This is an optimization exercise on Yosys and OpenROAD, whose aim is small area and a short achievable clock period, not a production implementation.
RTL that was checked went through simulation tests only; none was proved equivalent to the original.
Power is estimated from default activity; no workload was simulated.

v3:
Design fc_layer, start of the top module:
module fc_layer (
    input  logic        clk,
    input  logic        rstn,
    input  logic        r_valid,
    input  logic [31:0] in_data,
    output logic        t_valid,
    output logic [31:0] out_data
);
Settings: LEC_CHECK=0, CAP_MARGIN=20, CORE_MARGIN=2, CORE_UTILIZATION=65, CTS_CLUSTER_DIAMETER=100, CTS_CLUSTER_SIZE=20, SLEW_MARGIN=20; clock period 8.0 ns.
standard.sh (not shown) runs the stock make flow with config.mk's settings and CLKGATE_MAP_FILE= SYNTH_SCRIPT=/design/flow/synth_recipe.tcl, a recipe that flattens the netlist after the stock synthesis.
==> flow/flow/run.sh <==
#!/bin/bash
# Standard layout, with strong buffers on the ports, sizing free to change a
# cell's footprint, and timing repair aiming 5.4 ns past the 8 ns clock. The
# make output goes to flow_make.log here; each ORFS step keeps its own log
# under orfs/logs.
set -euo pipefail
bash standard.sh \
    BUFFER_PORTS_ARGS="-buffer_cell sky130_fd_sc_hd__buf_4" \
    MATCH_CELL_FOOTPRINT=0 \
    SETUP_SLACK_MARGIN=5.4 \
    finish > flow_make.log 2>&1
v3 reached the end of the flow, and the finished layout is clean on the timing, design-rule and antenna checks.
### v3 -> v12
--- a/flow/config.mk
+++ b/flow/config.mk
@@ -7,0 +8 @@
+export ABC_CLOCK_PERIOD_IN_PS = 2500
@@ -10 +11 @@
-export CORE_UTILIZATION = 65
+export CORE_UTILIZATION = 40
### Flow results
Setup slack: v12 more than v3
v12 vs v3: period utilization down in v12
The lower multi-input gate share of total cell area of v3 and v12 is in v12.
Largest clock skew in the final design: v12 > v3
Total chip power (v12 vs. v3) increases slightly
On v12: final standard cell utilization of the core is 27 points lower than what v3 gave.
No run of this note included a check of the RTL's function; only the layout flow was run.


Another version of the RTL of fc_layer (not shown whole).
Size: about 1,800 cells after synthesis, roughly 390 flip-flops, ~68 I/O pins, about 0.020 sq mm of cells after synthesis.
export LEC_CHECK = 0
export CAP_MARGIN = 20
export CORE_MARGIN = 2
export CORE_UTILIZATION = 58
export CTS_CLUSTER_DIAMETER = 100
export CTS_CLUSTER_SIZE = 20
export SLEW_MARGIN = 20
create_clock -name core_clock -period 8.0 [get_ports {clk}]
Scripts as last shown in full above: flow/flow/run.sh
The baseline completed without violations.
Edit:
Settings changed: CORE_UTILIZATION 58 to 62.
Result: Power is higher by 0.55%; routed wire length falls by 1.9%; worst setup slack stays flat; final area stays flat; global-route usage goes up by 1.0 points; hold slack is about the same; fmax barely changes; synthesized area is unchanged; clock power stays flat.
Edit:
Settings changed: CORE_UTILIZATION 62 to 65.
Critical path depth is unchanged; global-route usage increases by 0.54 points; setup slack is better by 7.8 ps; hold slack got worse by 10 ps; final area barely changes; clock power is about the same; power hardly moves; sequential power hardly moves; cell count falls by a few percent.
Edit:
==> flow/flow/run.sh (replaced) <==
#!/bin/bash
# Standard layout, with strong buffers on the ports, sizing free to change a
# cell's footprint, and timing repair aiming 5.35 ns past the 8 ns clock. The
# make output goes to flow_make.log here; each ORFS step keeps its own log
# under orfs/logs.
set -euo pipefail
bash standard.sh \
    BUFFER_PORTS_ARGS="-buffer_cell sky130_fd_sc_hd__buf_4" \
    MATCH_CELL_FOOTPRINT=0 \
    SETUP_SLACK_MARGIN=5.35 \
    finish > flow_make.log 2>&1
Outcome: The new run went through all stages and came out clean; total power is lower by 0.72%; hold slack improves by 11 ps; global-route usage goes up by 0.30 points; fmax is lower by 1.6%; final cell count barely changes; synthesized cell count is unchanged; via count rises by 1.1%; worst setup slack is worse by 43 ps; design area falls by 1.3%; sequential share of layout area went up by 0.31 points; utilization drops by 0.97 points.
Edit:
==> flow/flow/run.sh (replaced) <==
#!/bin/bash
# Standard layout, with strong buffers on the ports, sizing free to change a
# cell's footprint, and timing repair aiming 5.4 ns past the 8 ns clock. The
# make output goes to flow_make.log here; each ORFS step keeps its own log
# under orfs/logs.
set -euo pipefail
bash standard.sh \
    BUFFER_PORTS_ARGS="-buffer_cell sky130_fd_sc_hd__buf_4" \
    MATCH_CELL_FOOTPRINT=0 \
    SETUP_SLACK_MARGIN=5.4 \
    finish > flow_make.log 2>&1
Settings changed: CORE_UTILIZATION 65 to 68.
Outcome: The changed run ran to the end with no violations; final area increases by 1.0%; register-to-register slack is better by 80 ps; clock skew stays flat; critical path depth decreases by 9.

==> static timing again, ports no longer ideal <==
How much do the figures lean on ideal ports? The routed layouts below were timed once more, with nothing changed but the port constraints. Step 1 sets driving cells, clkbuf_16 on the clock port and buf_2 on the other inputs (assumed; they add their load-dependent delay and slew). Step 2 moves the port delays by t, midway between the first and last clock arrival at a register: inputs arrive t later, outputs are due t later. That takes back most of the time a late clock gives input paths. Three values: no drivers, after step 1, after step 2; two values: the first two.
run	shift t [ns]	setup WS [ns]	worst slew at a driven data input, ns
v3	0.592	5.344 / 5.344 / 5.084	0.04
v12	0.607	5.371 / 5.332 / 5.075	0.04
the first run of note 2	0.594	5.403 / 5.346 / 4.988	0.04
the second run of note 2	0.599	5.404 / 5.353 / 5.008	0.04
the third run of note 2	0.593	5.412 / 5.358 / 4.983	0.04
the fourth run of note 2	0.595	5.369 / 5.344 / 5.000	0.04
the fifth run of note 2	0.586	5.428 / 5.373 / 4.983	0.04
After both steps every run listed still meets setup and hold. For the fifth run of note 2, which loses most, drivers alone change the setup slack by -0.055 ns; drivers and shift together by -0.445 ns.
